This is an optimization exercise on Yosys and OpenROAD, whose aim is small area and a short achievable clock period, not a production implementation. RTL that was checked went through simulation tests only; none was proved equivalent to the original. Only the layout flow was run in run 1; the RTL was not checked for function there. The clock cells of runs 2 to 5 come from the design's own scripts or RTL, not from TritonCTS. The clock port is modelled as an ideal driver, which makes a skipped or thinned clock tree look cheaper than it is; a real chip needs a root buffer or a tree. Power is estimated from default activity; no workload was simulated.

==> flow/design.v (outline; a module is shown in full before it is edited, if it fits) <==
// module wallace_mult_top: 1343 lines
// module mfa: 4 lines
// module mha: 4 lines
module wallace_mult_top (
    input  logic        clk,
    input  logic        arst_n,
    input  logic        in_valid,
    input  logic [15:0] a,
    input  logic [15:0] b,
    output logic        out_valid,
    output logic [31:0] product,
    output logic        busy
);
  // ...
==> flow/flow/run.sh <==
#!/bin/bash
# Standard ORFS layout (standard.sh, unchanged synthesis) with two changes: ports are
# buffered with sky130_fd_sc_hd__buf_2 instead of the default delay buffer, and repair_timing aims for
# extra setup slack.
set -euo pipefail
export BUFFER_PORTS_ARGS="-buffer_cell sky130_fd_sc_hd__buf_2"
export SETUP_SLACK_MARGIN=8.1
bash standard.sh > standard_flow.log 2>&1
==> flow/standard.sh <==
#!/bin/bash
# synth_recipe.tcl (not shown) runs the flow's synth.tcl, then flattens the netlist and writes it again
# the make line also repeats each setting of config.mk as NAME=value (left out here)
make -C /OpenROAD-flow-scripts/flow DESIGN_CONFIG=/design/flow/config.mk WORK_HOME=/design/flow/orfs CLKGATE_MAP_FILE= SYNTH_SCRIPT=/design/flow/synth_recipe.tcl "${@:-finish}"
==> flow/config.mk <==
export PLATFORM = sky130hd
export DESIGN_NAME = wallace_mult_top
export DESIGN_NICKNAME = wallace_mult_top
export VERILOG_FILES = /design/flow/design.v
export SDC_FILE = /design/flow/constraint.sdc
export NUM_CORES = 4
export LEC_CHECK = 0
export CAP_MARGIN = 20
export CORE_MARGIN = 2
export CORE_UTILIZATION = 40
export CTS_BUF_LIST = sky130_fd_sc_hd__clkbuf_4 sky130_fd_sc_hd__clkbuf_8 sky130_fd_sc_hd__clkbuf_16
export CTS_CLUSTER_DIAMETER = 150
export CTS_CLUSTER_SIZE = 40
export SLEW_MARGIN = 20
export SYNTH_HIERARCHICAL = 1
export SYNTH_MINIMUM_KEEP_SIZE = 0
==> flow/constraint.sdc <==
create_clock -name core_clock -period 11.0 [get_ports {clk}]
set_input_delay 2.2000 -clock core_clock [delete_from_list [all_inputs] [get_ports {clk}]]
set_output_delay 2.2000 -clock core_clock [all_outputs]
set_load 0.01 [all_outputs]
==> run_results.csv, run 1 <==
group,metric,value,unit
setup_path,cp_common_cell,"fa_2",
yosys,synthDistinctLibCells,49,
layout,non_clock_buffer_count,81,
cts,hold_buffers,0,
route,routedWlPerCell,18.57,um
power_and_ir_drop,p_comb_share,65.9,%
yosys,synth-compound-area-share,3.988,%
placement,detailed_place.area,10150,um^2
min_path,whs_path_depth,1,
layout,diodes,0,
setup_path,critPathLaunch,"r0_c15_0",
layout,final_common_cell,"nand2_1",
setup_path,critPathArrivalTime,3.55,ns
cts,cts_resized,48,
outcome,status,"no timing/DRC/antenna violations",
setup_path,crit_end,"product[28]",
timing,hold_viol,0,
yosys,yosysTopAreaCellShare,44.92,%
floorplan,core_area,23470,um^2
global_routing,grt_overflow,0,
yosys,yosysTopAreaCell,"fa_1",
power_and_ir_drop,power_density,385.5,nW/um^2
global_routing,grt_pass1_wl,35360,um
yosys,synth_fa_ha_area_share,47.55,%
timing,post-route-period-util,29.03,%
setup_path,critPathMaxFanout,3,
yosys,synth_commonest_cells,"nand2_1 (263), fa_1 (214), dfxtp_1 (141), clkbuf_1 (64), ha_1 (20)",
cts,path_clk_slew,0.06,ns
cts,clkSinkCount,145,
layout,seq_area_share,27.38,%
setup_path,setup.worst_path.start_class,"flop",
timing,period_needed,3.193,ns
placement,dp_slack,7.755,ns
yosys,synthSimpleGateAreaFrac,12.56,%
==> inputs of run 2 (changes only) <==
--- a/flow/design.v
+++ b/flow/design.v
@@ -741,20 +741,20 @@
     logic r0_c14_2;
     logic r0_c15_0;
     logic r0_c15_1;
     logic r0_c15_2;
     logic r0_c16_0;
     logic r0_c16_1;
     logic r0_c16_2;
     logic r0_c16_3;
-    logic r0_c16_4;
     logic r0_c17_0;
     logic r0_c17_1;
     logic r0_c17_2;
+    logic r0_c17_3;
     logic r0_c18_0;
     logic r0_c18_1;
     logic r0_c18_2;
     logic r0_c18_3;
     logic r0_c19_0;
     logic r0_c19_1;
     logic r0_c19_2;
     logic r0_c19_3;
@@ -1141,127 +1141,127 @@
     mfa u_fa93 (.x(pp242), .y(pp32), .z(pp47), .s(s451), .c(c452));
     mfa u_fa94 (.x(pp62), .y(pp77), .z(pp92), .s(s453), .c(c454));
     mfa u_fa95 (.x(c422), .y(c424), .z(c426), .s(s455), .c(c456));
     mfa u_fa96 (.x(c428), .y(c430), .z(s445), .s(s457), .c(c458));
     mfa u_fa97 (.x(s447), .y(s449), .z(s451), .s(s459), .c(c460));
     mfa u_fa98 (.x(s453), .y(c432), .z(c434), .s(s461), .c(c462));
     mfa u_fa99 (.x(c436), .y(s455), .z(s457), .s(s463), .c(c464));
     mfa u_fa100 (.x(s459), .y(c438), .z(c440), .s(s465), .c(c466));
-    mfa u_fa101 (.x(pp108), .y(pp123), .z(pp138), .s(s467), .c(c468));
-    mfa u_fa102 (.x(pp153), .y(pp168), .z(pp183), .s(s469), .c(c470));
-    mfa u_fa103 (.x(pp198), .y(pp213), .z(pp228), .s(s471), .c(c472));
-    mfa u_fa104 (.x(pp243), .y(pp48), .z(pp63), .s(s473), .c(c474));
-    mfa u_fa105 (.x(pp78), .y(pp93), .z(c446), .s(s475), .c(c476));
-    mfa u_fa106 (.x(c448), .y(c450), .z(c452), .s(s477), .c(c478));
-    mfa u_fa107 (.x(c454), .y(s467), .z(s469), .s(s479), .c(c480));
-    mfa u_fa108 (.x(s471), .y(s473), .z(c456), .s(s481), .c(c482));
-    mfa u_fa109 (.x(c458), .y(c460), .z(s475), .s(s483), .c(c484));
-    mfa u_fa110 (.x(s477), .y(s479), .z(c462), .s(s485), .c(c486));
-    mfa u_fa111 (.x(s481), .y(c464), .z(s483), .s(s487), .c(c488));
-    mfa u_fa112 (.x(pp109), .y(pp124), .z(pp139), .s(s489), .c(c490));
-    mfa u_fa113 (.x(pp154), .y(pp169), .z(pp184), .s(s491), .c(c492));
-    mfa u_fa114 (.x(pp199), .y(pp214), .z(pp229), .s(s493), .c(c494));
-    mfa u_fa115 (.x(pp244), .y(pp64), .z(pp79), .s(s495), .c(c496));
-    mfa u_fa116 (.x(pp94), .y(c468), .z(c470), .s(s497), .c(c498));
-    mfa u_fa117 (.x(c472), .y(c474), .z(s489), .s(s499), .c(c500));
-    mfa u_fa118 (.x(s491), .y(s493), .z(s495), .s(s501), .c(c502));
-    mfa u_fa119 (.x(c476), .y(c478), .z(c480), .s(s503), .c(c504));
-    mfa u_fa120 (.x(s497), .y(s499), .z(s501), .s(s505), .c(c506));
-    mfa u_fa121 (.x(c482), .y(c484), .z(s503), .s(s507), .c(c508));
-    mfa u_fa122 (.x(pp110), .y(pp125), .z(pp140), .s(s509), .c(c510));
-    mfa u_fa123 (.x(pp155), .y(pp170), .z(pp185), .s(s511), .c(c512));
-    mfa u_fa124 (.x(pp200), .y(pp215), .z(pp230), .s(s513), .c(c514));
-    mfa u_fa125 (.x(pp245), .y(pp80), .z(pp95), .s(s515), .c(c516));
-    mfa u_fa126 (.x(c490), .y(c492), .z(c494), .s(s517), .c(c518));
-    mfa u_fa127 (.x(c496), .y(s509), .z(s511), .s(s519), .c(c520));
-    mfa u_fa128 (.x(s513), .y(s515), .z(c498), .s(s521), .c(c522));
-    mfa u_fa129 (.x(c500), .y(c502), .z(s517), .s(s523), .c(c524));
-    mfa u_fa130 (.x(s519), .y(c504), .z(s521), .s(s525), .c(c526));
-    mfa u_fa131 (.x(pp111), .y(pp126), .z(pp141), .s(s527), .c(c528));
-    mfa u_fa132 (.x(pp156), .y(pp171), .z(pp186), .s(s529), .c(c530));
-    mfa u_fa133 (.x(pp201), .y(pp216), .z(pp231), .s(s531), .c(c532));
-    mfa u_fa134 (.x(pp246), .y(pp96), .z(c510), .s(s533), .c(c534));
-    mfa u_fa135 (.x(c512), .y(c514), .z(c516), .s(s535), .c(c536));
-    mfa u_fa136 (.x(s527), .y(s529), .z(s531), .s(s537), .c(c538));
-    mfa u_fa137 (.x(c518), .y(c520), .z(s533), .s(s539), .c(c540));
-    mfa u_fa138 (.x(s535), .y(s537), .z(c522), .s(s541), .c(c542));
-    mfa u_fa139 (.x(pp112), .y(pp127), .z(pp142), .s(s543), .c(c544));
-    mfa u_fa140 (.x(pp157), .y(pp172), .z(pp187), .s(s545), .c(c546));
-    mfa u_fa141 (.x(pp202), .y(pp217), .z(pp232), .s(s547), .c(c548));
-    mfa u_fa142 (.x(pp247), .y(c528), .z(c530), .s(s549), .c(c550));
-    mfa u_fa143 (.x(c532), .y(s543), .z(s545), .s(s551), .c(c552));
-    mfa u_fa144 (.x(s547), .y(c534), .z(c536), .s(s553), .c(c554));
-    mfa u_fa145 (.x(c538), .y(s549), .z(s551), .s(s555), .c(c556));
-    mfa u_fa146 (.x(c540), .y(s553), .z(s555), .s(s557), .c(c558));
-    mfa u_fa147 (.x(pp128), .y(pp143), .z(pp158), .s(s559), .c(c560));
-    mfa u_fa148 (.x(pp173), .y(pp188), .z(pp203), .s(s561), .c(c562));
-    mfa u_fa149 (.x(pp218), .y(pp233), .z(pp248), .s(s563), .c(c564));
-    mfa u_fa150 (.x(c544), .y(c546), .z(c548), .s(s565), .c(c566));
-    mfa u_fa151 (.x(s559), .y(s561), .z(s563), .s(s567), .c(c568));
-    mfa u_fa152 (.x(c550), .y(c552), .z(s565), .s(s569), .c(c570));
-    mfa u_fa153 (.x(s567), .y(c554), .z(c556), .s(s571), .c(c572));
-    mfa u_fa154 (.x(pp144), .y(pp159), .z(pp174), .s(s573), .c(c574));
-    mfa u_fa155 (.x(pp189), .y(pp204), .z(pp219), .s(s575), .c(c576));
-    mfa u_fa156 (.x(pp234), .y(pp249), .z(c560), .s(s577), .c(c578));
-    mfa u_fa157 (.x(c562), .y(c564), .z(s573), .s(s579), .c(c580));
-    mfa u_fa158 (.x(s575), .y(c566), .z(c568), .s(s581), .c(c582));
-    mfa u_fa159 (.x(s577), .y(s579), .z(c570), .s(s583), .c(c584));
-    mfa u_fa160 (.x(pp160), .y(pp175), .z(pp190), .s(s585), .c(c586));
-    mfa u_fa161 (.x(pp205), .y(pp220), .z(pp235), .s(s587), .c(c588));
-    mfa u_fa162 (.x(pp250), .y(c574), .z(c576), .s(s589), .c(c590));
-    mfa u_fa163 (.x(s585), .y(s587), .z(c578), .s(s591), .c(c592));
-    mfa u_fa164 (.x(c580), .y(s589), .z(c582), .s(s593), .c(c594));
-    mfa u_fa165 (.x(pp176), .y(pp191), .z(pp206), .s(s595), .c(c596));
-    mfa u_fa166 (.x(pp221), .y(pp236), .z(pp251), .s(s597), .c(c598));
-    mfa u_fa167 (.x(c586), .y(c588), .z(s595), .s(s599), .c(c600));
-    mfa u_fa168 (.x(s597), .y(c590), .z(s599), .s(s601), .c(c602));
-    mfa u_fa169 (.x(pp192), .y(pp207), .z(pp222), .s(s603), .c(c604));
-    mfa u_fa170 (.x(pp237), .y(pp252), .z(c596), .s(s605), .c(c606));
-    mfa u_fa171 (.x(c598), .y(s603), .z(c600), .s(s607), .c(c608));
-    mfa u_fa172 (.x(s605), .y(c602), .z(s607), .s(s609), .c(c610));
-    mfa u_fa173 (.x(pp208), .y(pp223), .z(pp238), .s(s611), .c(c612));
-    mfa u_fa174 (.x(pp253), .y(c604), .z(s611), .s(s613), .c(c614));
-    mfa u_fa175 (.x(c606), .y(s613), .z(c608), .s(s615), .c(c616));
-    mfa u_fa176 (.x(pp224), .y(pp239), .z(pp254), .s(s617), .c(c618));
-    mfa u_fa177 (.x(c612), .y(s617), .z(c614), .s(s619), .c(c620));
-    mfa u_fa178 (.x(pp240), .y(pp255), .z(c618), .s(s621), .c(c622));
-    mfa u_fa179 (.x(r0_c6_0), .y(r0_c6_1), .z(r0_c6_2), .s(s623), .c(c624));
-    mfa u_fa180 (.x(r0_c7_0), .y(r0_c7_1), .z(c624), .s(s625), .c(c626));
-    mfa u_fa181 (.x(r0_c8_0), .y(r0_c8_1), .z(c626), .s(s627), .c(c628));
-    mfa u_ha4 (.x(r0_c9_0), .y(r0_c9_1), .z(1'b1), .s(s629), .c(c630));
-    mfa u_fa182 (.x(r0_c10_0), .y(r0_c10_1), .z(c630), .s(s631), .c(c632));
-    mfa u_fa183 (.x(r0_c11_0), .y(r0_c11_1), .z(r0_c11_2), .s(s633), .c(c634));
-    mfa u_fa184 (.x(r0_c11_3), .y(s633), .z(c632), .s(s635), .c(c636));
-    mfa u_fa185 (.x(r0_c12_0), .y(r0_c12_1), .z(r0_c12_2), .s(s637), .c(c638));
-    mfa u_ha5 (.x(c634), .y(s637), .z(1'b1), .s(s639), .c(c640));
-    mfa u_fa186 (.x(r0_c13_0), .y(r0_c13_1), .z(r0_c13_2), .s(s641), .c(c642));
-    mfa u_fa187 (.x(c638), .y(s641), .z(c640), .s(s643), .c(c644));
-    mfa u_fa188 (.x(r0_c14_0), .y(r0_c14_1), .z(r0_c14_2), .s(s645), .c(c646));
-    mfa u_ha6 (.x(c642), .y(s645), .z(1'b1), .s(s647), .c(c648));
-    mfa u_fa189 (.x(r0_c15_0), .y(r0_c15_1), .z(r0_c15_2), .s(s649), .c(c650));
-    mfa u_fa190 (.x(c646), .y(s649), .z(c648), .s(s651), .c(c652));
-    mfa u_fa191 (.x(r0_c16_0), .y(r0_c16_1), .z(r0_c16_2), .s(s653), .c(c654));
-    mfa u_fa192 (.x(r0_c16_3), .y(r0_c16_4), .z(c650), .s(s655), .c(c656));
-    mfa u_ha7 (.x(s653), .y(s655), .z(1'b1), .s(s657), .c(c658));
-    mfa u_fa193 (.x(r0_c17_0), .y(r0_c17_1), .z(r0_c17_2), .s(s659), .c(c660));
-    mfa u_fa194 (.x(c654), .y(s659), .z(c656), .s(s661), .c(c662));
-    mfa u_fa195 (.x(r0_c18_0), .y(r0_c18_1), .z(r0_c18_2), .s(s663), .c(c664));
-    mfa u_fa196 (.x(r0_c18_3), .y(c660), .z(s663), .s(s665), .c(c666));
-    mfa u_fa197 (.x(r0_c19_0), .y(r0_c19_1), .z(r0_c19_2), .s(s667), .c(c668));
-    mfa u_fa198 (.x(r0_c19_3), .y(c664), .z(s667), .s(s669), .c(c670));
-    mfa u_fa199 (.x(r0_c20_0), .y(r0_c20_1), .z(r0_c20_2), .s(s671), .c(c672));
-    mfa u_fa200 (.x(r0_c20_3), .y(c668), .z(s671), .s(s673), .c(c674));
-    mfa u_fa201 (.x(r0_c21_0), .y(r0_c21_1), .z(c672), .s(s675), .c(c676));
-    mfa u_fa202 (.x(r0_c22_0), .y(r0_c22_1), .z(r0_c22_2), .s(s677), .c(c678));
-    mfa u_fa203 (.x(r0_c23_0), .y(r0_c23_1), .z(r0_c23_2), .s(s679), .c(c680));
-    mfa u_fa204 (.x(r0_c24_0), .y(r0_c24_1), .z(r0_c24_2), .s(s681), .c(c682));
-    mfa u_fa205 (.x(r0_c25_0), .y(r0_c25_1), .z(r0_c25_2), .s(s683), .c(c684));
-    assign opa_n = {1'b1, r0_c30_0, r0_c29_0, r0_c28_0, r0_c27_0, r0_c26_0, c682, c680, c678, c676, c674, c670, c666, c662, c658, c652, s651, c644, s643, c636, s635, s631, c628, s627, s625, s623, r0_c5_0, r0_c4_0, r0_c3_0, r0_c2_0, r0_c1_0, r0_c0_0};
-    assign opb_n = {1'b1, r0_c30_1, r0_c29_1, r0_c28_1, r0_c27_1, c684, s683, s681, s679, s677, s675, s673, s669, s665, s661, s657, 1'b1, s647, 1'b1, s639, 1'b1, 1'b1, s629, 1'b1, 1'b1, 1'b1, r0_c5_1, 1'b1, 1'b1, 1'b1, 1'b1, 1'b1};
+    mfa u_ha4 (.x(s461), .y(s463), .z(1'b1), .s(s467), .c(c468));
+    mfa u_fa101 (.x(pp108), .y(pp123), .z(pp138), .s(s469), .c(c470));
+    mfa u_fa102 (.x(pp153), .y(pp168), .z(pp183), .s(s471), .c(c472));
+    mfa u_fa103 (.x(pp198), .y(pp213), .z(pp228), .s(s473), .c(c474));
+    mfa u_fa104 (.x(pp243), .y(pp48), .z(pp63), .s(s475), .c(c476));
+    mfa u_fa105 (.x(pp78), .y(pp93), .z(c446), .s(s477), .c(c478));
+    mfa u_fa106 (.x(c448), .y(c450), .z(c452), .s(s479), .c(c480));
+    mfa u_fa107 (.x(c454), .y(s469), .z(s471), .s(s481), .c(c482));
+    mfa u_fa108 (.x(s473), .y(s475), .z(c456), .s(s483), .c(c484));
+    mfa u_fa109 (.x(c458), .y(c460), .z(s477), .s(s485), .c(c486));
+    mfa u_fa110 (.x(s479), .y(s481), .z(c462), .s(s487), .c(c488));
+    mfa u_fa111 (.x(s483), .y(c464), .z(s485), .s(s489), .c(c490));
+    mfa u_fa112 (.x(pp109), .y(pp124), .z(pp139), .s(s491), .c(c492));
+    mfa u_fa113 (.x(pp154), .y(pp169), .z(pp184), .s(s493), .c(c494));
+    mfa u_fa114 (.x(pp199), .y(pp214), .z(pp229), .s(s495), .c(c496));
+    mfa u_fa115 (.x(pp244), .y(pp64), .z(pp79), .s(s497), .c(c498));
+    mfa u_fa116 (.x(pp94), .y(c470), .z(c472), .s(s499), .c(c500));
+    mfa u_fa117 (.x(c474), .y(c476), .z(s491), .s(s501), .c(c502));
+    mfa u_fa118 (.x(s493), .y(s495), .z(s497), .s(s503), .c(c504));
+    mfa u_fa119 (.x(c478), .y(c480), .z(c482), .s(s505), .c(c506));
+    mfa u_fa120 (.x(s499), .y(s501), .z(s503), .s(s507), .c(c508));
+    mfa u_fa121 (.x(c484), .y(c486), .z(s505), .s(s509), .c(c510));
+    mfa u_fa122 (.x(pp110), .y(pp125), .z(pp140), .s(s511), .c(c512));
+    mfa u_fa123 (.x(pp155), .y(pp170), .z(pp185), .s(s513), .c(c514));
+    mfa u_fa124 (.x(pp200), .y(pp215), .z(pp230), .s(s515), .c(c516));
+    mfa u_fa125 (.x(pp245), .y(pp80), .z(pp95), .s(s517), .c(c518));
+    mfa u_fa126 (.x(c492), .y(c494), .z(c496), .s(s519), .c(c520));
+    mfa u_fa127 (.x(c498), .y(s511), .z(s513), .s(s521), .c(c522));
+    mfa u_fa128 (.x(s515), .y(s517), .z(c500), .s(s523), .c(c524));
+    mfa u_fa129 (.x(c502), .y(c504), .z(s519), .s(s525), .c(c526));
+    mfa u_fa130 (.x(s521), .y(c506), .z(s523), .s(s527), .c(c528));
+    mfa u_fa131 (.x(pp111), .y(pp126), .z(pp141), .s(s529), .c(c530));
+    mfa u_fa132 (.x(pp156), .y(pp171), .z(pp186), .s(s531), .c(c532));
+    mfa u_fa133 (.x(pp201), .y(pp216), .z(pp231), .s(s533), .c(c534));
+    mfa u_fa134 (.x(pp246), .y(pp96), .z(c512), .s(s535), .c(c536));
+    mfa u_fa135 (.x(c514), .y(c516), .z(c518), .s(s537), .c(c538));
+    mfa u_fa136 (.x(s529), .y(s531), .z(s533), .s(s539), .c(c540));
+    mfa u_fa137 (.x(c520), .y(c522), .z(s535), .s(s541), .c(c542));
+    mfa u_fa138 (.x(s537), .y(s539), .z(c524), .s(s543), .c(c544));
+    mfa u_fa139 (.x(pp112), .y(pp127), .z(pp142), .s(s545), .c(c546));
+    mfa u_fa140 (.x(pp157), .y(pp172), .z(pp187), .s(s547), .c(c548));
+    mfa u_fa141 (.x(pp202), .y(pp217), .z(pp232), .s(s549), .c(c550));
+    mfa u_fa142 (.x(pp247), .y(c530), .z(c532), .s(s551), .c(c552));
+    mfa u_fa143 (.x(c534), .y(s545), .z(s547), .s(s553), .c(c554));
+    mfa u_fa144 (.x(s549), .y(c536), .z(c538), .s(s555), .c(c556));
+    mfa u_fa145 (.x(c540), .y(s551), .z(s553), .s(s557), .c(c558));
+    mfa u_fa146 (.x(c542), .y(s555), .z(s557), .s(s559), .c(c560));
+    mfa u_fa147 (.x(pp128), .y(pp143), .z(pp158), .s(s561), .c(c562));
+    mfa u_fa148 (.x(pp173), .y(pp188), .z(pp203), .s(s563), .c(c564));
+    mfa u_fa149 (.x(pp218), .y(pp233), .z(pp248), .s(s565), .c(c566));
+    mfa u_fa150 (.x(c546), .y(c548), .z(c550), .s(s567), .c(c568));
+    mfa u_fa151 (.x(s561), .y(s563), .z(s565), .s(s569), .c(c570));
+    mfa u_fa152 (.x(c552), .y(c554), .z(s567), .s(s571), .c(c572));
+    mfa u_fa153 (.x(s569), .y(c556), .z(c558), .s(s573), .c(c574));
+    mfa u_fa154 (.x(pp144), .y(pp159), .z(pp174), .s(s575), .c(c576));
+    mfa u_fa155 (.x(pp189), .y(pp204), .z(pp219), .s(s577), .c(c578));
+    mfa u_fa156 (.x(pp234), .y(pp249), .z(c562), .s(s579), .c(c580));
+    mfa u_fa157 (.x(c564), .y(c566), .z(s575), .s(s581), .c(c582));
+    mfa u_fa158 (.x(s577), .y(c568), .z(c570), .s(s583), .c(c584));
+    mfa u_fa159 (.x(s579), .y(s581), .z(c572), .s(s585), .c(c586));
+    mfa u_fa160 (.x(pp160), .y(pp175), .z(pp190), .s(s587), .c(c588));
+    mfa u_fa161 (.x(pp205), .y(pp220), .z(pp235), .s(s589), .c(c590));
+    mfa u_fa162 (.x(pp250), .y(c576), .z(c578), .s(s591), .c(c592));
+    mfa u_fa163 (.x(s587), .y(s589), .z(c580), .s(s593), .c(c594));
+    mfa u_fa164 (.x(c582), .y(s591), .z(c584), .s(s595), .c(c596));
+    mfa u_fa165 (.x(pp176), .y(pp191), .z(pp206), .s(s597), .c(c598));
+    mfa u_fa166 (.x(pp221), .y(pp236), .z(pp251), .s(s599), .c(c600));
+    mfa u_fa167 (.x(c588), .y(c590), .z(s597), .s(s601), .c(c602));
+    mfa u_fa168 (.x(s599), .y(c592), .z(s601), .s(s603), .c(c604));
+    mfa u_fa169 (.x(pp192), .y(pp207), .z(pp222), .s(s605), .c(c606));
+    mfa u_fa170 (.x(pp237), .y(pp252), .z(c598), .s(s607), .c(c608));
+    mfa u_fa171 (.x(c600), .y(s605), .z(c602), .s(s609), .c(c610));
+    mfa u_fa172 (.x(s607), .y(c604), .z(s609), .s(s611), .c(c612));
+    mfa u_fa173 (.x(pp208), .y(pp223), .z(pp238), .s(s613), .c(c614));
+    mfa u_fa174 (.x(pp253), .y(c606), .z(s613), .s(s615), .c(c616));
+    mfa u_fa175 (.x(c608), .y(s615), .z(c610), .s(s617), .c(c618));
+    mfa u_fa176 (.x(pp224), .y(pp239), .z(pp254), .s(s619), .c(c620));
+    mfa u_fa177 (.x(c614), .y(s619), .z(c616), .s(s621), .c(c622));
+    mfa u_fa178 (.x(pp240), .y(pp255), .z(c620), .s(s623), .c(c624));
+    mfa u_fa179 (.x(r0_c6_0), .y(r0_c6_1), .z(r0_c6_2), .s(s625), .c(c626));
+    mfa u_fa180 (.x(r0_c7_0), .y(r0_c7_1), .z(c626), .s(s627), .c(c628));
+    mfa u_ha5 (.x(r0_c8_0), .y(r0_c8_1), .z(1'b1), .s(s629), .c(c630));
+    mfa u_fa181 (.x(r0_c9_0), .y(r0_c9_1), .z(c630), .s(s631), .c(c632));
+    mfa u_ha6 (.x(r0_c10_0), .y(r0_c10_1), .z(1'b1), .s(s633), .c(c634));
+    mfa u_fa182 (.x(r0_c11_0), .y(r0_c11_1), .z(r0_c11_2), .s(s635), .c(c636));
+    mfa u_fa183 (.x(r0_c11_3), .y(c634), .z(s635), .s(s637), .c(c638));
+    mfa u_fa184 (.x(r0_c12_0), .y(r0_c12_1), .z(r0_c12_2), .s(s639), .c(c640));
+    mfa u_ha7 (.x(c636), .y(s639), .z(1'b1), .s(s641), .c(c642));
+    mfa u_fa185 (.x(r0_c13_0), .y(r0_c13_1), .z(r0_c13_2), .s(s643), .c(c644));
+    mfa u_ha8 (.x(c640), .y(s643), .z(1'b1), .s(s645), .c(c646));
+    mfa u_fa186 (.x(r0_c14_0), .y(r0_c14_1), .z(r0_c14_2), .s(s647), .c(c648));
+    mfa u_ha9 (.x(c644), .y(s647), .z(1'b1), .s(s649), .c(c650));
+    mfa u_fa187 (.x(r0_c15_0), .y(r0_c15_1), .z(r0_c15_2), .s(s651), .c(c652));
+    mfa u_ha10 (.x(c648), .y(s651), .z(1'b1), .s(s653), .c(c654));
+    mfa u_fa188 (.x(r0_c16_0), .y(r0_c16_1), .z(r0_c16_2), .s(s655), .c(c656));
+    mfa u_fa189 (.x(r0_c16_3), .y(c652), .z(s655), .s(s657), .c(c658));
+    mfa u_fa190 (.x(r0_c17_0), .y(r0_c17_1), .z(r0_c17_2), .s(s659), .c(c660));
+    mfa u_fa191 (.x(r0_c17_3), .y(c656), .z(s659), .s(s661), .c(c662));
+    mfa u_fa192 (.x(r0_c18_0), .y(r0_c18_1), .z(r0_c18_2), .s(s663), .c(c664));
+    mfa u_fa193 (.x(r0_c18_3), .y(c660), .z(s663), .s(s665), .c(c666));
+    mfa u_fa194 (.x(r0_c19_0), .y(r0_c19_1), .z(r0_c19_2), .s(s667), .c(c668));
+    mfa u_fa195 (.x(r0_c19_3), .y(c664), .z(s667), .s(s669), .c(c670));
+    mfa u_fa196 (.x(r0_c20_0), .y(r0_c20_1), .z(r0_c20_2), .s(s671), .c(c672));
+    mfa u_fa197 (.x(r0_c20_3), .y(c668), .z(s671), .s(s673), .c(c674));
+    mfa u_fa198 (.x(r0_c21_0), .y(r0_c21_1), .z(c672), .s(s675), .c(c676));
+    mfa u_fa199 (.x(r0_c22_0), .y(r0_c22_1), .z(r0_c22_2), .s(s677), .c(c678));
+    mfa u_fa200 (.x(r0_c23_0), .y(r0_c23_1), .z(r0_c23_2), .s(s679), .c(c680));
+    mfa u_fa201 (.x(r0_c24_0), .y(r0_c24_1), .z(r0_c24_2), .s(s681), .c(c682));
+    mfa u_fa202 (.x(r0_c25_0), .y(r0_c25_1), .z(r0_c25_2), .s(s683), .c(c684));
+    assign opa_n = {1'b1, r0_c30_0, r0_c29_0, r0_c28_0, r0_c27_0, r0_c26_0, c682, c680, c678, c676, c674, c670, c666, c662, c658, c654, c650, c646, c642, c638, s637, c632, s631, c628, s627, s625, r0_c5_0, r0_c4_0, r0_c3_0, r0_c2_0, r0_c1_0, r0_c0_0};
+    assign opb_n = {1'b1, r0_c30_1, r0_c29_1, r0_c28_1, r0_c27_1, c684, s683, s681, s679, s677, s675, s673, s669, s665, s661, s657, s653, s649, s645, s641, 1'b1, s633, 1'b1, s629, 1'b1, 1'b1, r0_c5_1, 1'b1, 1'b1, 1'b1, 1'b1, 1'b1};
     assign prod_d = ~(opa_n + opb_n + 32'd1);
     always_ff @(posedge clk) begin
         a_q <= a;
         b_q <= b;
         r0_c0_0 <= pp1;
         r0_c1_0 <= s257;
         r0_c2_0 <= s261;
         r0_c3_0 <= s267;
@@ -1290,59 +1290,59 @@
         r0_c13_1 <= c378;
         r0_c13_2 <= s397;
         r0_c14_0 <= s417;
         r0_c14_1 <= c398;
         r0_c14_2 <= s419;
         r0_c15_0 <= c420;
         r0_c15_1 <= s441;
         r0_c15_2 <= s443;
-        r0_c16_0 <= s461;
-        r0_c16_1 <= s463;
-        r0_c16_2 <= c442;
-        r0_c16_3 <= c444;
-        r0_c16_4 <= s465;
-        r0_c17_0 <= s485;
+        r0_c16_0 <= c442;
+        r0_c16_1 <= c444;
+        r0_c16_2 <= s465;
+        r0_c16_3 <= s467;
+        r0_c17_0 <= s487;
         r0_c17_1 <= c466;
-        r0_c17_2 <= s487;
-        r0_c18_0 <= s505;
-        r0_c18_1 <= c486;
-        r0_c18_2 <= c488;
-        r0_c18_3 <= s507;
-        r0_c19_0 <= c506;
-        r0_c19_1 <= s523;
-        r0_c19_2 <= c508;
-        r0_c19_3 <= s525;
-        r0_c20_0 <= c524;
-        r0_c20_1 <= s539;
-        r0_c20_2 <= s541;
-        r0_c20_3 <= c526;
-        r0_c21_0 <= c542;
-        r0_c21_1 <= s557;
-        r0_c22_0 <= s569;
-        r0_c22_1 <= s571;
-        r0_c22_2 <= c558;
-        r0_c23_0 <= s581;
-        r0_c23_1 <= c572;
-        r0_c23_2 <= s583;
-        r0_c24_0 <= s591;
-        r0_c24_1 <= c584;
-        r0_c24_2 <= s593;
-        r0_c25_0 <= c592;
-        r0_c25_1 <= s601;
-        r0_c25_2 <= c594;
-        r0_c26_0 <= s609;
-        r0_c27_0 <= c610;
-        r0_c27_1 <= s615;
-        r0_c28_0 <= s619;
-        r0_c28_1 <= c616;
-        r0_c29_0 <= s621;
-        r0_c29_1 <= c620;
+        r0_c17_2 <= s489;
+        r0_c17_3 <= c468;
+        r0_c18_0 <= s507;
+        r0_c18_1 <= c488;
+        r0_c18_2 <= c490;
+        r0_c18_3 <= s509;
+        r0_c19_0 <= c508;
+        r0_c19_1 <= s525;
+        r0_c19_2 <= c510;
+        r0_c19_3 <= s527;
+        r0_c20_0 <= c526;
+        r0_c20_1 <= s541;
+        r0_c20_2 <= s543;
+        r0_c20_3 <= c528;
+        r0_c21_0 <= c544;
+        r0_c21_1 <= s559;
+        r0_c22_0 <= s571;
+        r0_c22_1 <= s573;
+        r0_c22_2 <= c560;
+        r0_c23_0 <= s583;
+        r0_c23_1 <= c574;
+        r0_c23_2 <= s585;
+        r0_c24_0 <= s593;
+        r0_c24_1 <= c586;
+        r0_c24_2 <= s595;
+        r0_c25_0 <= c594;
+        r0_c25_1 <= s603;
+        r0_c25_2 <= c596;
+        r0_c26_0 <= s611;
+        r0_c27_0 <= c612;
+        r0_c27_1 <= s617;
+        r0_c28_0 <= s621;
+        r0_c28_1 <= c618;
+        r0_c29_0 <= s623;
+        r0_c29_1 <= c622;
         r0_c30_0 <= pp256;
-        r0_c30_1 <= c622;
+        r0_c30_1 <= c624;
         product <= prod_d;
     end
 endmodule
 module mfa (input logic x, input logic y, input logic z, output logic s, output logic c);
     assign s = x ^ y ^ z;
     assign c = (x & y) | (x & z) | (y & z);
 endmodule
 module mha (input logic x, input logic y, output logic s, output logic c);
==> flow/flow/run.sh (replaced) <==
#!/bin/bash
# Standard ORFS layout (standard.sh, unchanged synthesis) with three changes: ports are
# buffered with sky130_fd_sc_hd__buf_2 instead of the default delay buffer; the clock tree is one level of
# clkbuf_16 buffers placed by flow/cts_pre.tcl instead of TritonCTS; and repair_timing
# aims for extra setup slack. The make output goes to standard_flow.log; each ORFS step
# keeps its own log under orfs/logs.
set -euo pipefail
export BUFFER_PORTS_ARGS="-buffer_cell sky130_fd_sc_hd__buf_2"
export SETUP_SLACK_MARGIN=8.1
export PRE_CTS_TCL="$(pwd)/flow/cts_pre.tcl"
export CLK_NLEAF=8
export CLK_NL1=4
bash standard.sh > standard_flow.log 2>&1
==> flow/flow/cts_pre.tcl (new file) <==
proc env_or { name dflt } {
  if { [info exists ::env($name)] && $::env($name) ne "" } { return $::env($name) }
  return $dflt
}
set nleaf [env_or CLK_NLEAF 8]
set nl1 [env_or CLK_NL1 2]
set leafcell [env_or CLK_LEAF_CELL sky130_fd_sc_hd__clkbuf_16]
set l1cell [env_or CLK_L1_CELL sky130_fd_sc_hd__clkbuf_16]

# Balanced k-means: pts is a list of {x y}; returns {assignment centres}
proc kmeans { pts k } {
  set n [llength $pts]
  set cx 0; set cy 0
  foreach p $pts { set cx [expr {$cx + [lindex $p 0]}]; set cy [expr {$cy + [lindex $p 1]}] }
  set cx [expr {$cx / $n}]; set cy [expr {$cy / $n}]
  set order {}
  for {set i 0} {$i < $n} {incr i} {
    set p [lindex $pts $i]
    lappend order [list $i [expr {atan2([lindex $p 1]-$cy, [lindex $p 0]-$cx)}]]
  }
  set order [lsort -real -index 1 $order]
  set cent {}
  for {set c 0} {$c < $k} {incr c} {
    set sx 0; set sy 0; set m 0
    for {set j [expr {$c * $n / $k}]} {$j < ($c + 1) * $n / $k} {incr j} {
      set p [lindex $pts [lindex [lindex $order $j] 0]]
      set sx [expr {$sx + [lindex $p 0]}]; set sy [expr {$sy + [lindex $p 1]}]; incr m
    }
    if {$m == 0} { lappend cent [list $cx $cy] } else { lappend cent [list [expr {$sx / $m}] [expr {$sy / $m}]] }
  }
  set cap [expr {int(ceil(double($n) / $k)) + 1}]
  for {set iter 0} {$iter < 40} {incr iter} {
    set cnt [lrepeat $k 0]
    set assign [lrepeat $n -1]
    set cand {}
    for {set i 0} {$i < $n} {incr i} {
      set p [lindex $pts $i]
      set best 1e18
      for {set c 0} {$c < $k} {incr c} {
        set d [expr {abs([lindex $p 0]-[lindex $cent $c 0]) + abs([lindex $p 1]-[lindex $cent $c 1])}]
        if {$d < $best} { set best $d }
      }
      lappend cand [list $i $best]
    }
    foreach ib [lsort -real -decreasing -index 1 $cand] {
      set i [lindex $ib 0]; set p [lindex $pts $i]
      set bk -1; set best 1e18
      for {set c 0} {$c < $k} {incr c} {
        if {[lindex $cnt $c] >= $cap} continue
        set d [expr {abs([lindex $p 0]-[lindex $cent $c 0]) + abs([lindex $p 1]-[lindex $cent $c 1])}]
        if {$d < $best} { set best $d; set bk $c }
      }
      lset assign $i $bk
      lset cnt $bk [expr {[lindex $cnt $bk] + 1}]
    }
    set newc {}
    for {set c 0} {$c < $k} {incr c} {
      set sx 0; set sy 0; set m 0
      for {set i 0} {$i < $n} {incr i} {
        if {[lindex $assign $i] == $c} {
          set sx [expr {$sx + [lindex $pts $i 0]}]; set sy [expr {$sy + [lindex $pts $i 1]}]; incr m
        }
      }
      if {$m > 0} { lappend newc [list [expr {$sx / $m}] [expr {$sy / $m}]] } else { lappend newc [lindex $cent $c] }
    }
    set cent $newc
  }
  return [list $assign $cent]
}

proc add_buffer { block master name in_net x y } {
  set inst [odb::dbInst_create $block $master $name]
  set net [odb::dbNet_create $block "${name}_net"]
  $net setSigType CLOCK
  [$inst findITerm A] connect $in_net
  [$inst findITerm X] connect $net
  $inst setLocation [expr {int($x)}] [expr {int($y)}]
  $inst setPlacementStatus PLACED
  return $net
}

set block [ord::get_db_block]
set db [ord::get_db]
set clk_net [$block findNet clk]
set sinks {}
foreach it [$clk_net getITerms] {
  if { [$it isInputSignal] } { lappend sinks $it }
}
set pts {}
foreach it $sinks {
  set bb [[$it getInst] getBBox]
  lappend pts [list [expr {([$bb xMin] + [$bb xMax]) / 2.0}] [expr {([$bb yMin] + [$bb yMax]) / 2.0}]]
}
puts "manual clock tree: [llength $sinks] sinks, $nleaf leaf buffers, $nl1 first-level buffers"
lassign [kmeans $pts $nleaf] leaf_of leaf_cent
if { $nl1 > 0 } {
  lassign [kmeans $leaf_cent $nl1] l1_of l1_cent
  for {set g 0} {$g < $nl1} {incr g} {
    set l1net($g) [add_buffer $block [$db findMaster $l1cell] "clkbuf_l1_$g" $clk_net {*}[lindex $l1_cent $g]]
  }
}
for {set c 0} {$c < $nleaf} {incr c} {
  set src $clk_net
  if { $nl1 > 0 } { set src $l1net([lindex $l1_of $c]) }
  set leafnet($c) [add_buffer $block [$db findMaster $leafcell] "clkbuf_leaf_$c" $src {*}[lindex $leaf_cent $c]]
}
for {set i 0} {$i < [llength $sinks]} {incr i} {
  set it [lindex $sinks $i]
  $it disconnect
  $it connect $leafnet([lindex $leaf_of $i])
}
# TritonCTS is not run: the buffers above are the whole tree.
proc clock_tree_synthesis { args } {
  puts "clock_tree_synthesis skipped: clock buffers were placed by cts_pre.tcl"
  set_propagated_clock [all_clocks]
}
==> flow/config.mk (replaced) <==
export PLATFORM = sky130hd
export DESIGN_NAME = wallace_mult_top
export DESIGN_NICKNAME = wallace_mult_top
export VERILOG_FILES = /design/flow/design.v
export SDC_FILE = /design/flow/constraint.sdc
export NUM_CORES = 4
export LEC_CHECK = 0
export CAP_MARGIN = 20
export CORE_MARGIN = 2
export CORE_UTILIZATION = 60
export SLEW_MARGIN = 20
export SYNTH_HIERARCHICAL = 1
export SYNTH_MINIMUM_KEEP_SIZE = 0
==> run_results.csv, run 2 <==
group,metric,value,unit
outcome,status,"no timing/DRC/antenna violations",
cts,hold_buffers,0,
setup_path,critPathMaxFanout,3,
power_and_ir_drop,p_leak,4.072,nW
timing,finalSetupViolCount,0,
yosys,synthDistinctLibCells,40,
floorplan,rows,46,
route,dr_total_vias,6128,
placement,dp_cells,1058,
route,ant_nets,0,
yosys,synth.most_common_cell,"nand2_1",
yosys,ys_seq_elements,145,
timing,skew,0.03629,ns
floorplan,die_h,130.1,um
timing,period_needed,2.954,ns
layout,top_regs,"product (32), a_q (16), b_q (16)",
power_and_ir_drop,peakVddDrop,0.2971,mV
yosys,yosysTopAreaCell,"fa_1",
power_and_ir_drop,power_density,387.9,nW/um^2
yosys,ys.flop_type,"dfxtp_1",
layout,final_common_cell,"nand2_1",
setup_path,critPathArrivalTime,3.15,ns
yosys,synth_edf_count,0,
route,dr.pass1.iters,5,
global_routing,grtUsageTotal,27.13,%
layout,instances_no_fill,1083,
timing,hold_viol,0,
yosys,syn-cell-area,9545,um^2
yosys,yosysTopAreaCellShare,44.88,%
setup_path,path_class,"flop to flop",
power_and_ir_drop,power.total,4.195,mW
global_routing,grt_pass1_wl,35110,um
floorplan,ios,69,
timing,tns,0,ns
global_routing,grt_overflow,0,
yosys,synth-seq-area-share,30.62,%
floorplan,die_area,16930,um^2
flow_run,drv_cap,0,
route,dr.first_iter.drc_count,379,
floorplan,initial_core_util,60.75,%
route,drc,0,
yosys,synth.area.top_cells,"fa_1 (45%), dfxtp_1 (30%), nand2_1 (11%)",
timing,post-route-period-util,26.85,%
timing,fmax,338.5,MHz
layout,mostFrequentLayoutCells,"nand2_1 (267), fa_1 (205), dfxtp_1 (86), buf_2 (53), dfxtp_4 (28)",
setup_path,endpoint_kind,"flop",
floorplan,die_w,130.1,um
yosys,async_flop_share,2.759,%
layout,diodes,0,
global_routing,antenna_found_initial,0,
timing,hold_ws,0.3584,ns
global_routing,grt_max_degree,21,
layout,regMostFlops,"product",
global_routing,grt_pass1_vias,6648,
cts,clock_latency,0.29,ns
setup_path,setup.worst_path.start_class,"flop",
layout,final_core_util,68.82,%
setup_path,cp.required,11.20,ns
timing,rsz0062_at_grt,"yes",
yosys,syn_area_per_cell,11.50,um^2
yosys,syn_inst,830,
min_path,hold_path.class,"flop to flop",
placement,dpl.hpwl,15630,um
route,routedWlPerCell,20.32,um
layout,areaGrowthSynthToFinish,13.29,%
placement,port_buffers,68,
layout,layout.nets,1141,
route,drt_wl_total,22000,um
cts,path_clk_slew,0.08,ns
yosys,synth_commonest_cells,"nand2_1 (268), fa_1 (214), dfxtp_1 (141), clkbuf_1 (66), ha_1 (23)",
placement,place_congestion,0.9096,
route,drt-vias-per-instance,5.658,
timing,finalMaxSlewViolations,0,
layout,final_layout_size_suffix_gt1_share,22.15,%
yosys,yosys_warnings,7,
layout,largest_reg_flops,32,
floorplan,core_area,15710,um^2
[run 2: timing repair]
| item | 4_1_cts | 5_1_grt |
|---|---|---|
| setup endpoints to repair | 71 | 71 |
| cloned | 0 | 0 |
| pin swaps | 18 | 19 |
| gates resized for setup | 67 | 76 |
| buffers inserted | 3 | 10 |
[run 2: report_power, final]
| group | switching, mW | internal, mW | total, mW |
|---|---|---|---|
| logic | 1.45 | 1.51 | 2.96 |
| clock network | 0.156 | 0.194 | 0.350 |
| registers | 0.123 | 0.757 | 0.880 |
| total | 1.73 | 2.46 | 4.19 |
[run 2: through the flow]
stage / setup slack (ns) / cell area (um^2)
finish: 8.046 / 10810
global route: 7.930 / 10810
CTS: 8.005 / 10480
detailed placement: 7.785 / 9950
global placement: 7.822 / 9950
floorplan: 8.079 / 9618
[run 2: metal layers]
layer	part of all wire (%)	vias to the layer above	global-route usage, %	wire length (um)
met5	0	-	0	0
met4	2.0	0	5.946	433
met3	11	44	7.462	2350
met2	46	367	41.58	10020
met1	42	3121	39.44	9200
li1	-	2596	-	-
[run 2: critical path, cell delays in order, from the launching register on]
cell     delay, ns
dfxtp_2       0.33
fa_1          0.55
fa_1          0.46
ha_4          0.31
or2_4         0.12
nand4_1       0.18
o311a_4       0.39
o31a_1        0.28
o21ai_2       0.13
xnor2_1       0.12
[run 2: Yosys stat by module, one instance, submodules excluded]
| module | times used | area [um^2] | cells |
|---|---|---|---|
| wallace_mult_top | 1 | 5261 | 616 |
| mfa | 214 | 20.02 | 1 |
[run 2: layout make-up]
cell class,instances,area (um^2)
multi-input cells,619,6609
fillers,1191,4898
flip-flops and latches,145,3062
repair buffers,81,535.5
plain buffers,12,300.3
well taps,216,270.3
inverters,10,37.54
[run 2: cell families (layout without fill, tap and decap cells)]
logic type               count (synthesis)  after routing  synth area share, %
flip-flops                             145            145                30.62
XOR/XNOR                                24             24                2.202
AND/OR/NAND/NOR                        297            297                12.30
other                                    1             11              0.03929
AO/OA/AOI/OAI                           50             50                3.959
adder cells (fa/ha/maj)                237            237                47.90
buffers and inverters                   76            103                2.989
[run 2: worst paths after layout]
path                            slack [ns]  cells past startpoint           to     start
worst max register to register        8.05                      9  product[29]  r0_c12_0
worst min-delay path                  0.36                      1   product[1]   r0_c1_0
min in group asynchronous             1.72                      1     vld_q[1]    arst_n
max in group asynchronous             9.17                      1     vld_q[2]    arst_n
worst min register to register        0.36                      1   product[1]   r0_c1_0
worst max-delay path                  8.05                      9  product[29]  r0_c12_0
==> inputs of run 3 (changes only) <==
--- a/flow/config.mk
+++ b/flow/config.mk
@@ -8,5 +8,5 @@
 export CAP_MARGIN = 20
 export CORE_MARGIN = 2
-export CORE_UTILIZATION = 60
+export CORE_UTILIZATION = 40
 export SLEW_MARGIN = 20
 export SYNTH_HIERARCHICAL = 1
==> run_results.csv, run 3 <==
group,metric,value,unit
yosys,syn_inst,830,
floorplan,core_area,23470,um^2
timing,finalSetupViolCount,0,
layout,final_common_cell,"nand2_1",
timing,skew,0.01871,ns
layout,top_regs,"product (32), a_q (16), b_q (16)",
cts,clock_latency,0.28,ns
floorplan,initial_core_util,40.67,%
setup_path,r2r_cells,9,
timing,fmax,335.8,MHz
setup_path,setup.worst_path.start_class,"flop",
yosys,synthSimpleGateAreaFrac,12.30,%
min_path,whs_path_depth,1,
floorplan,die_h,158.5,um
yosys,yosysTopAreaCell,"fa_1",
global_routing,grtUsageTotal,17.76,%
layout,diodes,0,
route,dr_total_vias,5905,
floorplan,die_w,158.5,um
yosys,synth.most_common_cell,"nand2_1",
yosys,synth.area.top_cells,"fa_1 (45%), dfxtp_1 (30%), nand2_1 (11%)",
global_routing,grt_overflow,0,
floorplan,ios,69,
timing,tns,0,ns
yosys,syn-cell-area,9545,um^2
setup_path,critPathArrivalTime,3.19,ns
timing,period_needed,2.978,ns
floorplan,rows,56,
yosys,yosys_warnings,7,
global_routing,grt_pass1_wl,34610,um
global_routing,grt_pass1_vias,6591,
outcome,status,"no timing/DRC/antenna violations",
yosys,ys.flop_type,"dfxtp_1",
layout,regMostFlops,"product",
yosys,synthDistinctLibCells,40,
yosys,async_flop_share,2.759,%
global_routing,antenna_found_initial,0,
yosys,synth_top_family_by_area,"adder cells",
timing,hold_viol,0,
cts,path_clk_slew,0.08,ns
layout,final_core_util,46.32,%
yosys,synth_commonest_cells,"nand2_1 (268), fa_1 (214), dfxtp_1 (141), clkbuf_1 (66), ha_1 (23)",
global_routing,grt_max_degree,21,
timing,finalMaxSlewViolations,0,
yosys,syn_area_per_cell,11.50,um^2
power_and_ir_drop,power_density,372.5,nW/um^2
placement,dp_cells,1161,
yosys,muxShareOfSynthArea,0,%
layout,instances_no_fill,1182,
layout,final_layout_size_suffix_gt1_share,20.16,%
route,routedWlPerCell,17.76,um
route,drt-vias-per-instance,4.996,
route,drt_wl_total,21000,um
yosys,yosysTopAreaCellShare,44.88,%
yosys,ys_seq_elements,145,
power_and_ir_drop,peakVddDrop,0.2987,mV
yosys,synth-xor-area-share,2.202,%
layout,mostFrequentLayoutCells,"nand2_1 (267), fa_1 (209), dfxtp_1 (94), buf_2 (54), dfxtp_2 (24)",
layout,largest_reg_flops,32,
setup_path,cp.required,11.21,ns
yosys,synth_edf_count,0,
setup_path,path_class,"flop to flop",
route,dr.pass1.iters,5,
floorplan,die_area,25120,um^2
placement,port_buffers,68,
yosys,synth_fa_ha_area_share,47.90,%
timing,post-route-period-util,27.07,%
route,drc,0,
setup_path,endpoint_kind,"flop",
yosys,synth-seq-area-share,30.62,%
timing,rsz0062_at_grt,"yes",
placement,place_congestion,0.8383,
min_path,hold_path.class,"flop to flop",
route,dr.first_iter.drc_count,238,
route,ant_nets,0,
flow_run,drv_cap,0,
layout,areaGrowthSynthToFinish,13.89,%
yosys,synth-compound-area-share,3.959,%
setup_path,critPathMaxFanout,3,
layout,num-fill-cells,2149,
placement,dpl.hpwl,15170,um
layout,layout.nets,1137,
power_and_ir_drop,p_leak,4.052,nW
## run 3: worst max-delay path, cell delays in order, from the launching register on
cell	delay, ns
dfxtp_2	0.33
fa_1	0.49
fa_1	0.58
ha_4	0.22
a21o_1	0.16
a31o_4	0.23
a221oi_4	0.37
o211ai_2	0.17
a31oi_2	0.22
xor2_1	0.15
## run 3: timing repair
| item | CTS | global route |
|---|---|---|
| hold buffers | 0 | 0 |
| endpoints found under the setup margin | 88 | 62 |
| pin swaps | 22 | 23 |
| setup buffers | 4 | 5 |
| gates resized for setup | 58 | 64 |
## run 3: per-module statistics from Yosys, one instance, submodules excluded
module / cell area (um^2) / flip-flops and latches
wallace_mult_top: 5261 / 145
mfa: 20.02 / 0
## run 3: layout make-up
type | count | area (um^2) | area share (%)
Tap cell | 319 | 399.1 | 3.671
Inverter | 10 | 37.54 | 0.3453
Sequential cell | 145 | 3039 | 27.95
Buffer | 12 | 300.3 | 2.762
Timing Repair Buffer | 77 | 503.0 | 4.627
Multi-Input combinational cell | 619 | 6593 | 60.64
## run 3: metal layers
layer  track usage (%)  wire [um]  vias up
li1                  -          -     2588
met1             23.45       8506     3046
met2             31.30      10530      221
met3             1.742       1232       50
met4             5.105        727        0
met5                 0          0        -
## run 3: path summary, 6_finish.rpt
kind	from	endpoint	slack, ns
max	r0_c13_0	product[30]	8.02
min	r0_c4_0	product[4]	0.36
max reg2reg	r0_c13_0	product[30]	8.02
min reg2reg	r0_c4_0	product[4]	0.36
max in group asynchronous	arst_n	busy_q	9.16
min in group asynchronous	arst_n	vld_q[1]	1.73
## run 3: cell families after synthesis
| logic type | count (synthesis) |
|---|---|
| AND/OR/NAND/NOR | 297 |
| adder cells (fa/ha/maj) | 237 |
| flip-flops | 145 |
| buffers and inverters | 76 |
| AO/OA/AOI/OAI | 50 |
| XOR/XNOR | 24 |
| other | 1 |
## run 3: power breakdown
group          internal, mW  switching [mW]  leakage (nW)  total (mW)
clock                 0.194           0.160         0.148       0.354
sequential            0.754           0.112          1.24       0.866
combinational          1.40            1.43          2.66        2.83
total                  2.35            1.70          4.05        4.05
## run 3: per-stage QoR
step                total power [mW]  cell area [um^2]  hold WS [ns]  setup slack, ns
global placement               3.095             10080        0.3396            7.773
finish                         4.050             10870        0.3603            8.022
floorplan                      2.583              9618        0.3379            8.079
detailed placement             3.119             10080        0.3444            7.735
global route                   4.435             10870        0.3764            7.880
CTS                            3.817             10600        0.3624            8.000
==> inputs of run 4 (changes only) <==
--- a/flow/flow/run.sh
+++ b/flow/flow/run.sh
@@ -11,3 +11,5 @@
 export CLK_NLEAF=8
 export CLK_NL1=4
+export CLK_LEAF_CELL=sky130_fd_sc_hd__clkinv_8
+export CLK_L1_CELL=sky130_fd_sc_hd__clkinv_8
 bash standard.sh > standard_flow.log 2>&1
--- a/flow/flow/cts_pre.tcl
+++ b/flow/flow/cts_pre.tcl
@@ -9,5 +9,5 @@
 
 # Balanced k-means: pts is a list of {x y}; returns {assignment centres}
-proc kmeans { pts k } {
+proc kmeans { pts k {slack 1} } {
   set n [llength $pts]
   set cx 0; set cy 0
@@ -29,5 +29,5 @@
     if {$m == 0} { lappend cent [list $cx $cy] } else { lappend cent [list [expr {$sx / $m}] [expr {$sy / $m}]] }
   }
-  set cap [expr {int(ceil(double($n) / $k)) + 1}]
+  set cap [expr {int(ceil(double($n) / $k)) + $slack}]
   for {set iter 0} {$iter < 40} {incr iter} {
     set cnt [lrepeat $k 0]
@@ -74,5 +74,7 @@
   $net setSigType CLOCK
   [$inst findITerm A] connect $in_net
-  [$inst findITerm X] connect $net
+  set out [$inst findITerm X]
+  if { $out eq "NULL" } { set out [$inst findITerm Y] }
+  $out connect $net
   $inst setLocation [expr {int($x)}] [expr {int($y)}]
   $inst setPlacementStatus PLACED
@@ -95,5 +97,5 @@
 lassign [kmeans $pts $nleaf] leaf_of leaf_cent
 if { $nl1 > 0 } {
-  lassign [kmeans $leaf_cent $nl1] l1_of l1_cent
+  lassign [kmeans $leaf_cent $nl1 0] l1_of l1_cent
   for {set g 0} {$g < $nl1} {incr g} {
     set l1net($g) [add_buffer $block [$db findMaster $l1cell] "clkbuf_l1_$g" $clk_net {*}[lindex $l1_cent $g]]
@@ -115,2 +117,7 @@
   set_propagated_clock [all_clocks]
 }
+# cts.tcl clones clock inverters next to their loads after this hook; the inverter pairs
+# above are already placed by their loads, so that step is skipped as well.
+proc repair_clock_inverters { args } {
+  puts "repair_clock_inverters skipped: clock tree built by cts_pre.tcl"
+}
==> run_results.csv, run 4 <==
group,metric,value,unit
power_and_ir_drop,switching_share,44.76,%
yosys,yosysTopAreaCell,"fa_1",
yosys,yosysTopAreaCellShare,44.88,%
layout,areaGrowthSynthToFinish,11.36,%
power_and_ir_drop,p_leak,3.942,nW
setup_path,endpoint_kind,"flop",
floorplan,rows,56,
yosys,ys_seq_elements,145,
yosys,async_flop_share,2.759,%
yosys,syn_area_per_cell,11.50,um^2
power_and_ir_drop,peakVddDrop,0.2635,mV
power_and_ir_drop,clockPowerShare,6.3,%
global_routing,grtUsageTotal,17.81,%
setup_path,critPathArrivalTime,3.05,ns
yosys,synth.area.top_cells,"fa_1 (45%), dfxtp_1 (30%), nand2_1 (11%)",
power_and_ir_drop,p_int,2.110,mW
cts,hold_buffers,0,
route,dr.pass1.iters,5,
setup_path,cp.required,11.07,ns
placement,dp_cells,1161,
setup_path,path_class,"flop to flop",
layout,seq_area,3020,um^2
timing,finalMaxSlewViolations,0,
placement,dpl.hpwl,15170,um
global_routing,grt_max_degree,21,
layout,top_regs,"product (32), a_q (16), b_q (16)",
layout,largest_reg_flops,32,
route,drt-vias-per-instance,5.004,
floorplan,die_w,158.5,um
floorplan,die_h,158.5,um
min_path,hold_path.class,"flop to flop",
layout,final_core_util,45.29,%
yosys,syn_inst,830,
setup_path,cpMaxStageDelayCell,"fa_1",
global_routing,grt_pass1_vias,6603,
placement,place_congestion,0.8383,
power_and_ir_drop,p_comb_share,71.3,%
layout,final_layout_size_suffix_gt1_share,18.23,%
setup_path,cpLargestDelayFamily,"adder cells",
layout,layout.nets,1135,
floorplan,die_area,25120,um^2
timing,finalSetupViolCount,0,
floorplan,core_area,23470,um^2
global_routing,grt_overflow,0,
floorplan,ios,69,
timing,post-route-period-util,27.08,%
yosys,synth_edf_count,0,
power_and_ir_drop,power_frac_seq,22.4,%
yosys,synthDistinctLibCells,40,
route,drt_wl_total,20940,um
timing,hold_ws,0.3582,ns
route,drc,0,
yosys,synth.most_common_cell,"nand2_1",
setup_path,critPathBufInv,0,
setup_path,critPathMaxFanout,3,
route,ant_nets,0,
setup_path,cp_common_cell,"fa_1",
setup_path,setup.worst_path.start_class,"flop",
yosys,synth_commonest_cells,"nand2_1 (268), fa_1 (214), dfxtp_1 (141), clkbuf_1 (66), ha_1 (23)",
setup_path,max_stage_delay,0.58,ns
timing,rsz0062_at_grt,"yes",
timing,hold_viol,0,
layout,mostFrequentLayoutCells,"nand2_1 (266), fa_1 (211), dfxtp_1 (107), buf_2 (68), dfxtp_4 (22)",
layout,regMostFlops,"product",
outcome,status,"no timing/DRC/antenna violations",
layout,diodes,0,
layout,final_common_cell,"nand2_1",
power_and_ir_drop,power_density,359.3,nW/um^2
yosys,yosys_warnings,7,
timing,tns,0,ns
power_and_ir_drop,switchingPower,1.710,mW
global_routing,grt_pass1_wl,34720,um
timing,fmax,335.7,MHz
global_routing,antenna_found_initial,0,
yosys,syn-cell-area,9545,um^2
layout,num-fill-cells,2180,
floorplan,initial_core_util,40.67,%
yosys,ys.flop_type,"dfxtp_1",
cts,clock_latency,0.15,ns
timing,period_needed,2.979,ns
flow_run,drv_cap,0,
placement,port_buffers,68,
power_and_ir_drop,power.total,3.820,mW
cts,path_clk_slew,0.07,ns
yosys,synth-seq-area-share,30.62,%
layout,multi_input_area,6585,um^2
timing,skew,0.01737,ns
route,routedWlPerCell,17.74,um
route,dr_total_vias,5905,
setup_path,path_cells,"fa_1 -> fa_1 -> ha_4 -> a21o_1 -> a31o_4 -> a221oi_4 -> o211ai_2 -> a31oi_2 -> xor2_1",
route,dr.first_iter.drc_count,290,
layout,instances_no_fill,1180,
==> run 4: cell counts after synthesis <==
Identical to the previous run, type by type.
==> run 4: path summary, 6_finish.rpt <==
| check | startpoint | end | slack (ns) | cells after the start |
|---|---|---|---|---|
| setup / recovery | r0_c13_0 | product[30] | 8.02 | 9 |
| hold / removal | r0_c4_0 | product[4] | 0.36 | 1 |
| setup reg to reg | r0_c13_0 | product[30] | 8.02 | 9 |
| hold reg to reg | r0_c4_0 | product[4] | 0.36 | 1 |
| max in group asynchronous | arst_n | vld_q[0] | 9.03 | 1 |
| min in group asynchronous | arst_n | vld_q[2] | 1.86 | 1 |
==> run 4: power by group through the flow <==
| stage | sequential [mW] | combinational (mW) | clock, mW |
|---|---|---|---|
| final | 0.856 | 2.72 | 0.241 |
| after global routing | 0.881 | 3.05 | 0.279 |
| after CTS | 0.862 | 2.68 | 0.257 |
| after detailed placement | 0.871 | 2.25 | 0 |
| after global placement | 0.868 | 2.23 | 0 |
| after floorplan | 0.855 | 1.73 | 0 |
==> run 4: routing by layer <==
layer  track usage, %  vias up  part of all wire, %
li1                 -     2585                    -
met1            23.57     3072                   41
met2            31.24      206                   50
met3            1.742       42                  5.5
met4            5.234        0                  3.3
met5                0        -                    0
==> run 4: repair_timing <==
item                                    4_1_cts  5_1_grt
endpoints found under the hold margin         0        0
resized for setup                            64       26
setup buffers                                 4        3
endpoints found under the setup margin       61       28
pin swaps                                    28        5
==> run 4: Yosys stat by module, one instance, submodules excluded <==
module	cells	cell area, um^2	times used	flops+latches
mfa	1	20.02	214	0
wallace_mult_top	616	5261	1	145
==> run 4: per-stage QoR <==
| stage | setup slack, ns | area, um^2 |
|---|---|---|
| after floorplan | 8.079 | 9618 |
| after global placement | 7.773 | 10080 |
| after detailed placement | 7.735 | 10080 |
| after CTS | 8.000 | 10530 |
| after global routing | 7.900 | 10630 |
| final | 8.022 | 10630 |
==> run 4: area by class of cell <==
| cell class | count | share of cell area, % |
|---|---|---|
| inverter | 22 | 2.189 |
| multi-input combinational | 619 | 61.95 |
| sequential | 145 | 28.41 |
| tap | 319 | 3.755 |
| timing repair buffer | 75 | 3.696 |
==> run 4: logic make-up after synthesis <==
family | synth area share (%)
other cells | 0.03929
compound gates | 3.959
simple gates | 12.30
fa+ha+maj | 47.90
xor+xnor | 2.202
flops | 30.62
buf+inv | 2.989
==> run 4: worst register-to-register path: cells and delay by family (launching register included) <==
kind | cells | cell delay, ns
AOI/OAI and AO/OA | 5 | 1.16
adders and majority gates | 3 | 1.29
DFF | 1 | 0.33
xor gates and xnor gates | 1 | 0.15
==> inputs of run 5 (changes only) <==
--- a/flow/flow/run.sh
+++ b/flow/flow/run.sh
@@ -7,5 +7,5 @@
 set -euo pipefail
 export BUFFER_PORTS_ARGS="-buffer_cell sky130_fd_sc_hd__buf_2"
-export SETUP_SLACK_MARGIN=8.1
+export SETUP_SLACK_MARGIN=8.3
 export PRE_CTS_TCL="$(pwd)/flow/cts_pre.tcl"
 export CLK_NLEAF=8
==> run_results.csv, run 5 <==
group,metric,value,unit
outcome,status,"no timing/DRC/antenna violations",
global_routing,grt_max_degree,21,
global_routing,grt_overflow,0,
route,drt_wl_total,24960,um
yosys,synth_edf_count,0,
layout,top_regs,"product (32), a_q (16), b_q (16)",
setup_path,path_class,"flop to flop",
yosys,yosys_warnings,7,
yosys,synth-seq-area-share,30.62,%
layout,mostFrequentLayoutCells,"nand2_1 (262), fa_1 (183), dfxtp_1 (95), buf_4 (92), buf_2 (57)",
timing,hold_ws,0.3588,ns
power_and_ir_drop,power_density,338.6,nW/um^2
layout,final_core_util,51.46,%
route,routedWlPerCell,19.15,um
cts,clock_latency,0.15,ns
setup_path,critPathArrivalTime,3.09,ns
placement,dpl.hpwl,15360,um
layout,diodes,0,
yosys,ys.flop_type,"dfxtp_1",
layout,largest_reg_flops,32,
floorplan,die_h,158.5,um
global_routing,antenna_found_initial,0,
yosys,syn_area_per_cell,11.50,um^2
flow_run,drv_cap,0,
setup_path,endpoint_kind,"flop",
layout,num-fill-cells,2032,
timing,hold_viol,0,
power_and_ir_drop,peakVddDrop,0.2722,mV
route,drc,0,
floorplan,ios,69,
min_path,hold_path.class,"flop to flop",
yosys,synthDistinctLibCells,40,
timing,rsz0062_at_grt,"yes",
yosys,synth.area.top_cells,"fa_1 (45%), dfxtp_1 (30%), nand2_1 (11%)",
timing,period_needed,3.026,ns
floorplan,initial_core_util,40.67,%
setup_path,cp.required,11.06,ns
route,dr.first_iter.drc_count,414,
layout,areaGrowthSynthToFinish,26.54,%
layout,regMostFlops,"product",
timing,post-route-period-util,27.51,%
global_routing,grtUsageTotal,18.80,%
layout,layout.nets,1258,
timing,tns,0,ns
yosys,ys_seq_elements,145,
floorplan,rows,56,
layout,final_common_cell,"nand2_1",
timing,skew,0.02591,ns
yosys,syn_inst,830,
timing,finalSetupViolCount,0,
yosys,synth_commonest_cells,"nand2_1 (268), fa_1 (214), dfxtp_1 (141), clkbuf_1 (66), ha_1 (23)",
yosys,synth.most_common_cell,"nand2_1",
route,dr_total_vias,6604,
power_and_ir_drop,p_leak,4.689,nW
layout,final_layout_size_suffix_gt1_share,33.64,%
cts,path_clk_slew,0.07,ns
global_routing,grt_pass1_vias,6789,
floorplan,die_w,158.5,um
floorplan,die_area,25120,um^2
setup_path,setup.worst_path.start_class,"flop",
placement,port_buffers,68,
yosys,syn-cell-area,9545,um^2
route,drt-vias-per-instance,5.068,
placement,place_congestion,0.8182,
power_and_ir_drop,power.total,4.090,mW
yosys,yosysTopAreaCellShare,44.88,%
floorplan,core_area,23470,um^2
timing,fmax,330.5,MHz
yosys,async_flop_share,2.759,%
yosys,yosysTopAreaCell,"fa_1",
cts,hold_buffers,0,
timing,finalMaxSlewViolations,0,
route,ant_nets,0,
route,dr.pass1.iters,5,
global_routing,grt_pass1_wl,36070,um
setup_path,critPathMaxFanout,4,
-- run 5: cell count changes in the layout (fill, tap and decap cells not counted), sizes merged --
cell    delta
buf      +121
clkbuf     +2
-- run 5: cell type report --
cell class                      count  area [um^2]  share of cell area (%)
Timing Repair Buffer              198         1688                   13.97
Sequential cell                   145         3060                   25.34
Tap cell                          319        399.1                   3.304
Inverter                           22        232.7                   1.927
Multi-Input combinational cell    619         6699                   55.46
-- run 5: cells by family (layout without fill, tap and decap cells) --
logic type,after synthesis,count (layout),synth area share (%)
fa+ha+maj,237,237,47.90
compound gates,50,50,3.959
flops,145,145,30.62
simple gates,297,297,12.30
buf+inv,76,220,2.989
other cells,1,11,0.03929
xor+xnor,24,24,2.202
-- run 5: metrics by stage --
step / cell area [um^2] / instances / setup slack (ns)
6_report: 12080 / 1303 / 7.974
5_1_grt: 12080 / 1303 / 7.818
4_1_cts: 11090 / 1222 / 7.982
3_5_place_dp: 10150 / 1161 / 7.767
3_3_place_gp: 10150 / 1161 / 7.758
2_1_floorplan: 9952 / 840 / 8.089
-- run 5: where the power goes --
part           internal [mW]  leakage [nW]  switching (mW)
clock network         0.0489        0.0827           0.193
registers              0.752          1.24          0.0946
logic                   1.49          3.36            1.51
total                   2.29          4.69            1.80
-- run 5: worst paths after layout --
check,start,end,slack (ns),cells past startpoint
setup / recovery,r0_c14_0,product[29],7.97,9
hold / removal,r0_c3_0,product[3],0.36,1
setup reg to reg,r0_c14_0,product[29],7.97,9
hold reg to reg,r0_c3_0,product[3],0.36,1
max in group asynchronous,arst_n,vld_q[0],9.04,1
min in group asynchronous,arst_n,vld_q[2],1.85,1
-- run 5: worst max-delay path, cell delays in order (launching register included) --
cell     delay [ns]
dfxtp_2        0.32
fa_1           0.50
fa_1           0.54
ha_4           0.32
buf_6          0.11
nand4_1        0.19
o311a_4        0.40
o31a_1         0.29
o21ai_2        0.14
xnor2_1        0.13
-- run 5: modules after synthesis, one instance, submodules excluded --
module,cells,times used
wallace_mult_top,616,1
mfa,1,214
-- run 5: metal layers --
layer	track usage, %	up-vias	share of wire [%]
li1	-	2839	-
met1	23.72	3340	37
met2	33.52	334	49
met3	2.885	91	8.9
met4	5.577	0	4.7
met5	0	-	0
-- run 5: timing repair --
action                                  CTS  global route
resized for setup                        94            92
endpoints found under the setup margin   99            71
setup buffers                            49            81
pin swaps                                13            44

==> re-timing with driven ports <==
The results above use ideal ports. As a check the final layouts listed here were re-extracted and re-timed, cells and wires unchanged. Step 1: set_driving_cell puts a clkbuf_16 on clk and a buf_2 on each other input, an assumption about the parent block. Step 2 moves the port delays by t, midway between the first and last clock arrival at a register: inputs arrive t later, outputs are due t later. That takes back most of the time a late clock gives input paths. Three values: ideal ports, drivers, drivers and shift; two values: the first two.
| run | shift t [ns] | setup WS [ns] | slew at the worst register clock pin (ns) |
|---|---|---|---|
| run 1 | 0.472 | 7.807 / 7.807 / 7.807 | 0.07 / 0.07 |
| run 2 | 0.363 | 8.046 / 7.953 / 8.046 | 0.08 / 0.08 |
| run 3 | 0.374 | 8.022 / 7.944 / 8.022 | 0.08 / 0.08 |
| run 4 | 0.297 | 8.021 / 8.021 / 8.021 | 0.07 / 0.07 |
| run 5 | 0.293 | 7.974 / 7.974 / 7.974 | 0.08 / 0.08 |
After both steps setup and hold are still met in every run listed.
